From an optimization exercise on the open Yosys and OpenROAD flow, aimed at small area and a short achievable clock period; shortcuts taken in it are not production practice. RTL that was checked went through simulation tests only; none was proved equivalent to the original. Power is estimated from default activity; no workload was simulated.

==> flow/design.v <==
module weight_stream_mem #(
   parameter int DATA_W = 8,
   parameter int ADDR_W = 8,
   parameter int LANES  = 4,
   parameter int LEN_W  = ADDR_W - $clog2(LANES) + 1
) (
   input  logic                    clk,
   input  logic                    rst,
   input  logic                    trig_w,
   input  logic [ADDR_W-1:0]       abus_w,
   input  logic [DATA_W-1:0]       dbus_w,
   input  logic                    req,
   input  logic [ADDR_W-1:0]       base,
   input  logic [LEN_W-1:0]        len,
   output logic                    ack,
   output logic                    busy,
   output logic [DATA_W*LANES-1:0] dbus_r,
   output logic                    valid,
   input  logic                    ready,
   output logic                    last,
   output logic                    done
);
   localparam int ROW_B  = DATA_W * LANES;        
   localparam int WORDS  = 1 << ADDR_W;
   localparam int ROWS   = WORDS / LANES;         
   localparam int G1     = ROWS / 4;              
   logic [WORDS*DATA_W-1:0] store;
   always_ff @(posedge clk) begin
      for (int w = 0; w < WORDS; w++) begin
         if (trig_w && abus_w == ADDR_W'(w)) begin
            store[w*DATA_W +: DATA_W] <= dbus_w;
         end
      end
   end
   logic             run;       
   logic [LEN_W-1:0] remain;
   logic             free;
   logic             accept;
   logic             issue;
   logic             fin;
   assign free   = !valid || ready;
   assign accept = !busy && req;
   assign issue  = run && free;
   assign fin    = busy && !run && free;
   always_ff @(posedge clk or negedge rst) begin
      if (!rst) begin
         ack    <= 1'b0;
         busy   <= 1'b0;
         done   <= 1'b0;
         run    <= 1'b0;
         remain <= '0;
      end else begin
         ack  <= accept;
         done <= fin;
         if (accept) begin
            busy <= 1'b1;
         end else if (fin) begin
            busy <= 1'b0;
         end
         if (accept) begin
            run <= (len != '0);
         end else if (issue && remain == LEN_W'(1)) begin
            run <= 1'b0;
         end
         if (accept) begin
            remain <= len;
         end else if (issue) begin
            remain <= remain - LEN_W'(1);
         end
      end
   end
   logic [5:0] row_p0;
   logic [3:0] sel1 [G1];
   always_ff @(posedge clk or negedge rst) begin
      if (!rst) begin
         row_p0 <= '0;
      end else if (accept) begin
         row_p0 <= base[7:2];
      end else if (issue) begin
         row_p0 <= row_p0 + 6'd1;
      end
   end
   for (genvar g = 0; g < G1; g++) begin : g_sel1
      always_ff @(posedge clk or negedge rst) begin
         if (!rst) begin
            sel1[g] <= 4'b0001;
         end else if (accept) begin
            sel1[g] <= 4'b0001 << base[3:2];
         end else if (issue) begin
            sel1[g] <= {sel1[g][2:0], sel1[g][3]};
         end
      end
   end
   logic [ROW_B-1:0] lvl1 [G1];
   logic [ROW_B-1:0] rd_p0;
   for (genvar g = 0; g < G1; g++) begin : g_lvl1
      assign lvl1[g] = ({ROW_B{sel1[g][0]}} & store[(4*g+0)*ROW_B +: ROW_B])
                     | ({ROW_B{sel1[g][1]}} & store[(4*g+1)*ROW_B +: ROW_B])
                     | ({ROW_B{sel1[g][2]}} & store[(4*g+2)*ROW_B +: ROW_B])
                     | ({ROW_B{sel1[g][3]}} & store[(4*g+3)*ROW_B +: ROW_B]);
   end
   logic [ROW_B-1:0] lvl2 [8];
   logic [ROW_B-1:0] lvl3 [4];
   logic [ROW_B-1:0] lvl4 [2];
   for (genvar h = 0; h < 8; h++) begin : g_lvl2
      assign lvl2[h] = row_p0[2] ? lvl1[2*h+1] : lvl1[2*h];
   end
   for (genvar h = 0; h < 4; h++) begin : g_lvl3
      assign lvl3[h] = row_p0[3] ? lvl2[2*h+1] : lvl2[2*h];
   end
   for (genvar h = 0; h < 2; h++) begin : g_lvl4
      assign lvl4[h] = row_p0[4] ? lvl3[2*h+1] : lvl3[2*h];
   end
   assign rd_p0 = row_p0[5] ? lvl4[1] : lvl4[0];
   always_ff @(posedge clk or negedge rst) begin
      if (!rst) begin
         dbus_r <= '0;
         valid  <= 1'b0;
         last   <= 1'b0;
      end else if (issue) begin
         dbus_r <= rd_p0;
         valid  <= 1'b1;
         last   <= (remain == LEN_W'(1));
      end else if (valid && ready) begin
         valid  <= 1'b0;
         last   <= 1'b0;
      end
   end
endmodule
Settings: LEC_CHECK=0, CAP_MARGIN=20, CORE_MARGIN=2, CORE_UTILIZATION=60, CTS_CLUSTER_DIAMETER=70, CTS_CLUSTER_SIZE=25, PLACE_DENSITY=0.72, SETUP_SLACK_MARGIN=1.9, SLEW_MARGIN=20, TNS_END_PERCENT=10; clock period 4.0 ns.
standard.sh (not shown) runs the stock make flow with config.mk's settings and CLKGATE_MAP_FILE= SYNTH_SCRIPT=/design/flow/synth_recipe.tcl, a recipe that flattens the netlist after the stock synthesis.
==> flow/flow/run.sh <==
#!/bin/bash
# The standard layout, with the port buffers that buffer_ports inserts taken
# from plain buffers (buf_4) rather than the cell it picks by default.
set -e
export BUFFER_PORTS_ARGS="-buffer_cell sky130_fd_sc_hd__buf_4"
bash standard.sh > standard.log 2>&1
The starting point completed without violations.
Next try:
--- a/flow/design.v
+++ b/flow/design.v
@@ -70,22 +70,18 @@
       end
    end
    logic [5:0] row_p0;
    logic [3:0] sel1 [G1];
-   always_ff @(posedge clk or negedge rst) begin
-      if (!rst) begin
-         row_p0 <= '0;
-      end else if (accept) begin
+   always_ff @(posedge clk) begin
+      if (accept) begin
          row_p0 <= base[7:2];
       end else if (issue) begin
          row_p0 <= row_p0 + 6'd1;
       end
    end
    for (genvar g = 0; g < G1; g++) begin : g_sel1
-      always_ff @(posedge clk or negedge rst) begin
-         if (!rst) begin
-            sel1[g] <= 4'b0001;
-         end else if (accept) begin
+      always_ff @(posedge clk) begin
+         if (accept) begin
             sel1[g] <= 4'b0001 << base[3:2];
          end else if (issue) begin
             sel1[g] <= {sel1[g][2:0], sel1[g][3]};
          end
After rerunning: Cell count decreases slightly. Final area decreases slightly. Total power decreases slightly. Utilization barely changes. Via count decreases by a few percent. Maximum frequency increases by a few percent. Worst setup slack is better by 0.052 ns. Combinational power increases by a few percent. Synthesized cell count decreases by a few percent. Worst hold slack is worse by 0.074 ns. Sequential share of layout area increases by 0.43 points. Sequential power decreases by a few percent. Global-route usage decreases by 1.8 points. Critical path depth does not change.
The RTL of the first run of this note was laid out without a check of its function.

---

weight_stream_mem with an RTL version that a note above also has.
Size in the first run: about 4700 cells after synthesis, roughly 2200 flip-flops, roughly 81000 sq um of cells after synthesis.
==> module weight_stream_mem, before the edit <==
module weight_stream_mem #(
   parameter int DATA_W = 8,
   parameter int ADDR_W = 8,
   parameter int LANES  = 4,
   parameter int LEN_W  = ADDR_W - $clog2(LANES) + 1
) (
   input  logic                    clk,
   input  logic                    rst,
   input  logic                    trig_w,
   input  logic [ADDR_W-1:0]       abus_w,
   input  logic [DATA_W-1:0]       dbus_w,
   input  logic                    req,
   input  logic [ADDR_W-1:0]       base,
   input  logic [LEN_W-1:0]        len,
   output logic                    ack,
   output logic                    busy,
   output logic [DATA_W*LANES-1:0] dbus_r,
   output logic                    valid,
   input  logic                    ready,
   output logic                    last,
   output logic                    done
);
   localparam int ROW_B  = DATA_W * LANES;        
   localparam int WORDS  = 1 << ADDR_W;
   localparam int ROWS   = WORDS / LANES;         
   localparam int G1     = ROWS / 4;              
   logic [WORDS*DATA_W-1:0] store;
   always_ff @(posedge clk) begin
      for (int w = 0; w < WORDS; w++) begin
         if (trig_w && abus_w == ADDR_W'(w)) begin
            store[w*DATA_W +: DATA_W] <= dbus_w;
         end
      end
   end
   logic             run;       
   logic [LEN_W-1:0] remain;
   logic             free;
   logic             accept;
   logic             issue;
   logic             fin;
   assign free   = !valid || ready;
   assign accept = !busy && req;
   assign issue  = run && free;
   assign fin    = busy && !run && free;
   always_ff @(posedge clk or negedge rst) begin
      if (!rst) begin
         ack    <= 1'b0;
         busy   <= 1'b0;
         done   <= 1'b0;
         run    <= 1'b0;
         remain <= '0;
      end else begin
         ack  <= accept;
         done <= fin;
         if (accept) begin
            busy <= 1'b1;
         end else if (fin) begin
            busy <= 1'b0;
         end
         if (accept) begin
            run <= (len != '0);
         end else if (issue && remain == LEN_W'(1)) begin
            run <= 1'b0;
         end
         if (accept) begin
            remain <= len;
         end else if (issue) begin
            remain <= remain - LEN_W'(1);
         end
      end
   end
   logic [5:0] row_p0;
   logic [3:0] sel1 [G1];
   always_ff @(posedge clk) begin
      if (accept) begin
         row_p0 <= base[7:2];
      end else if (issue) begin
         row_p0 <= row_p0 + 6'd1;
      end
   end
   for (genvar g = 0; g < G1; g++) begin : g_sel1
      always_ff @(posedge clk) begin
         if (accept) begin
            sel1[g] <= 4'b0001 << base[3:2];
         end else if (issue) begin
            sel1[g] <= {sel1[g][2:0], sel1[g][3]};
         end
      end
   end
   logic [ROW_B-1:0] lvl1 [G1];
   logic [ROW_B-1:0] rd_p0;
   for (genvar g = 0; g < G1; g++) begin : g_lvl1
      assign lvl1[g] = ({ROW_B{sel1[g][0]}} & store[(4*g+0)*ROW_B +: ROW_B])
                     | ({ROW_B{sel1[g][1]}} & store[(4*g+1)*ROW_B +: ROW_B])
                     | ({ROW_B{sel1[g][2]}} & store[(4*g+2)*ROW_B +: ROW_B])
                     | ({ROW_B{sel1[g][3]}} & store[(4*g+3)*ROW_B +: ROW_B]);
   end
   logic [ROW_B-1:0] lvl2 [8];
   logic [ROW_B-1:0] lvl3 [4];
   logic [ROW_B-1:0] lvl4 [2];
   for (genvar h = 0; h < 8; h++) begin : g_lvl2
      assign lvl2[h] = row_p0[2] ? lvl1[2*h+1] : lvl1[2*h];
   end
   for (genvar h = 0; h < 4; h++) begin : g_lvl3
      assign lvl3[h] = row_p0[3] ? lvl2[2*h+1] : lvl2[2*h];
   end
   for (genvar h = 0; h < 2; h++) begin : g_lvl4
      assign lvl4[h] = row_p0[4] ? lvl3[2*h+1] : lvl3[2*h];
   end
   assign rd_p0 = row_p0[5] ? lvl4[1] : lvl4[0];
   always_ff @(posedge clk or negedge rst) begin
      if (!rst) begin
         dbus_r <= '0;
         valid  <= 1'b0;
         last   <= 1'b0;
      end else if (issue) begin
         dbus_r <= rd_p0;
         valid  <= 1'b1;
         last   <= (remain == LEN_W'(1));
      end else if (valid && ready) begin
         valid  <= 1'b0;
         last   <= 1'b0;
      end
   end
endmodule
export LEC_CHECK = 0
export CAP_MARGIN = 20
export CORE_MARGIN = 2
export CORE_UTILIZATION = 60
export CTS_CLUSTER_DIAMETER = 70
export CTS_CLUSTER_SIZE = 25
export PLACE_DENSITY = 0.72
export SETUP_SLACK_MARGIN = 1.9
export SLEW_MARGIN = 20
export TNS_END_PERCENT = 10
create_clock -name core_clock -period 4.0 [get_ports {clk}]
run.sh (not shown) runs the stock make flow with config.mk's settings and CLKGATE_MAP_FILE= SYNTH_SCRIPT=/design/flow/synth_recipe.tcl, a recipe that flattens the netlist after the stock synthesis.
Stock flow here: none of the scripts above is used.
==> next run, changes <==
--- a/flow/design.v
+++ b/flow/design.v
@@ -70,7 +70,7 @@
       end
    end
    logic [5:0] row_p0;
-   logic [3:0] sel1 [G1];
+   logic [1:0] sel1 [G1];
    always_ff @(posedge clk) begin
       if (accept) begin
          row_p0 <= base[7:2];
@@ -81,19 +81,26 @@
    for (genvar g = 0; g < G1; g++) begin : g_sel1
       always_ff @(posedge clk) begin
          if (accept) begin
-            sel1[g] <= 4'b0001 << base[3:2];
+            sel1[g] <= base[3:2];
          end else if (issue) begin
-            sel1[g] <= {sel1[g][2:0], sel1[g][3]};
+            sel1[g] <= sel1[g] + 2'd1;
          end
       end
    end
+   function automatic logic [ROW_B-1:0] mux4(input logic [1:0] s,
+                                             input logic [ROW_B-1:0] a0,
+                                             input logic [ROW_B-1:0] a1,
+                                             input logic [ROW_B-1:0] a2,
+                                             input logic [ROW_B-1:0] a3);
+      mux4 = s[1] ? (s[0] ? a3 : a2) : (s[0] ? a1 : a0);
+   endfunction
    logic [ROW_B-1:0] lvl1 [G1];
    logic [ROW_B-1:0] rd_p0;
    for (genvar g = 0; g < G1; g++) begin : g_lvl1
-      assign lvl1[g] = ({ROW_B{sel1[g][0]}} & store[(4*g+0)*ROW_B +: ROW_B])
-                     | ({ROW_B{sel1[g][1]}} & store[(4*g+1)*ROW_B +: ROW_B])
-                     | ({ROW_B{sel1[g][2]}} & store[(4*g+2)*ROW_B +: ROW_B])
-                     | ({ROW_B{sel1[g][3]}} & store[(4*g+3)*ROW_B +: ROW_B]);
+      assign lvl1[g] = mux4(sel1[g], store[(4*g+0)*ROW_B +: ROW_B],
+                            store[(4*g+1)*ROW_B +: ROW_B],
+                            store[(4*g+2)*ROW_B +: ROW_B],
+                            store[(4*g+3)*ROW_B +: ROW_B]);
    end
    logic [ROW_B-1:0] lvl2 [8];
    logic [ROW_B-1:0] lvl3 [4];
Outcome: The new run passed the timing, DRC and antenna checks; clock power is higher by a few percent; area after synthesis climbs by a few percent; hold slack gains 120 ps; design area is higher slightly; clock skew increases by 9.5 ps; total power drops by a few percent; routed wire length came out lower by roughly a tenth; synthesized cell count falls by roughly a tenth; sequential share of layout area drops by 2.0 points; non-clock buffer count came out lower by 132.
No functional check of the RTL was part of the second run of this note.

---

Setup of red:
weight_stream_mem again, from the RTL that the note above started with.
Settings: LEC_CHECK=0, CAP_MARGIN=20, CORE_MARGIN=2, CORE_UTILIZATION=60, CTS_CLUSTER_DIAMETER=70, CTS_CLUSTER_SIZE=25, PLACE_DENSITY=0.72, SETUP_SLACK_MARGIN=1.6, SLEW_MARGIN=20; clock period 4.0 ns.
standard.sh (not shown) runs the stock make flow with config.mk's settings and CLKGATE_MAP_FILE= SYNTH_SCRIPT=/design/flow/synth_recipe.tcl, a recipe that flattens the netlist after the stock synthesis.
Scripts as last shown in full above: flow/flow/run.sh
The inputs of blue differ from those of red as listed below.
--- a/flow/design.v
+++ b/flow/design.v
@@ -72,6 +72,8 @@
    logic [5:0] row_p0;
    logic [3:0] sel1 [G1];
-   always_ff @(posedge clk) begin
-      if (accept) begin
+   always_ff @(posedge clk or negedge rst) begin
+      if (!rst) begin
+         row_p0 <= '0;
+      end else if (accept) begin
          row_p0 <= base[7:2];
       end else if (issue) begin
@@ -80,9 +82,35 @@
    end
    for (genvar g = 0; g < G1; g++) begin : g_sel1
-      always_ff @(posedge clk) begin
-         if (accept) begin
+      always_ff @(posedge clk or negedge rst) begin
+         if (!rst) begin
+            sel1[g] <= 4'b0001;
+         end else if (accept) begin
             sel1[g] <= 4'b0001 << base[3:2];
          end else if (issue) begin
             sel1[g] <= {sel1[g][2:0], sel1[g][3]};
+         end
+      end
+   end
+   logic [3:0] r2;
+   logic [1:0] r3;
+   for (genvar k = 0; k < 4; k++) begin : g_r2
+      always_ff @(posedge clk or negedge rst) begin
+         if (!rst) begin
+            r2[k] <= 1'b0;
+         end else if (accept) begin
+            r2[k] <= base[4];
+         end else if (issue && row_p0[1:0] == 2'd3) begin
+            r2[k] <= !r2[k];
+         end
+      end
+   end
+   for (genvar k = 0; k < 2; k++) begin : g_r3
+      always_ff @(posedge clk or negedge rst) begin
+         if (!rst) begin
+            r3[k] <= 1'b0;
+         end else if (accept) begin
+            r3[k] <= base[5];
+         end else if (issue && row_p0[2:0] == 3'd7) begin
+            r3[k] <= !r3[k];
          end
       end
@@ -100,8 +128,8 @@
    logic [ROW_B-1:0] lvl4 [2];
    for (genvar h = 0; h < 8; h++) begin : g_lvl2
-      assign lvl2[h] = row_p0[2] ? lvl1[2*h+1] : lvl1[2*h];
+      assign lvl2[h] = r2[h/2] ? lvl1[2*h+1] : lvl1[2*h];
    end
    for (genvar h = 0; h < 4; h++) begin : g_lvl3
-      assign lvl3[h] = row_p0[3] ? lvl2[2*h+1] : lvl2[2*h];
+      assign lvl3[h] = r3[h/2] ? lvl2[2*h+1] : lvl2[2*h];
    end
    for (genvar h = 0; h < 2; h++) begin : g_lvl4
Notes after the runs:
blue vs. red: proportion of cell area occupied by registers went down by 1.9 points. A critical path capture point of dbus_r[19] is what red shows, while dbus_r[29] belongs to blue. Delta (blue minus red): design internal power grew by 1100 µW, clock period minus worst slack dropped 110 ps, share of synthesized area spent on multiplexers grew by 1.1 points, depth of the critical timing path with buffers and inverters included decreased 1, minimum setup slack in the final design now sits higher.

[afterwards: timing with drivers on the ports]
The flow's constraints put no driver on any port. The routed layouts listed below were extracted and timed again, unchanged, in two steps. Step 1 sets driving cells, clkbuf_16 on the clock port and buf_2 on the other inputs (assumed; they add their load-dependent delay and slew). Step 2 moves the port delays by t, midway between the first and last clock arrival at a register: inputs arrive t later, outputs are due t later. That takes back most of the time a late clock gives input paths. Slacks: no drivers / after step 1 / after step 2; pairs: no drivers / after step 1.
run	shift t [ns]	slack for setup (ns)	worst hold slack (ns)	worst slew at a driven data input, ns
the first run of note 1	0.837	1.394 / 1.394 / 0.816	0.111 / 0.071 / 0.527	0.16
the second run of note 1	0.848	1.447 / 1.379 / 0.531	0.036 / -0.017 / 0.521	0.25
the first run of note 2	0.853	1.202 / 1.202 / 0.532	0.057 / 0.011 / 0.537	0.23
the second run of note 2	0.851	1.334 / 1.334 / 0.663	0.177 / 0.157 / 0.524	0.18
red	0.829	1.370 / 1.370 / 0.804	0.083 / 0.022 / 0.521	0.27
blue	0.836	1.484 / 1.413 / 0.577	0.022 / -0.019 / 0.487	0.19
After both steps every run listed still meets setup and hold. For the second run of note 1, which loses most, drivers alone change the setup slack by -0.068 ns; drivers and shift together by -0.916 ns.
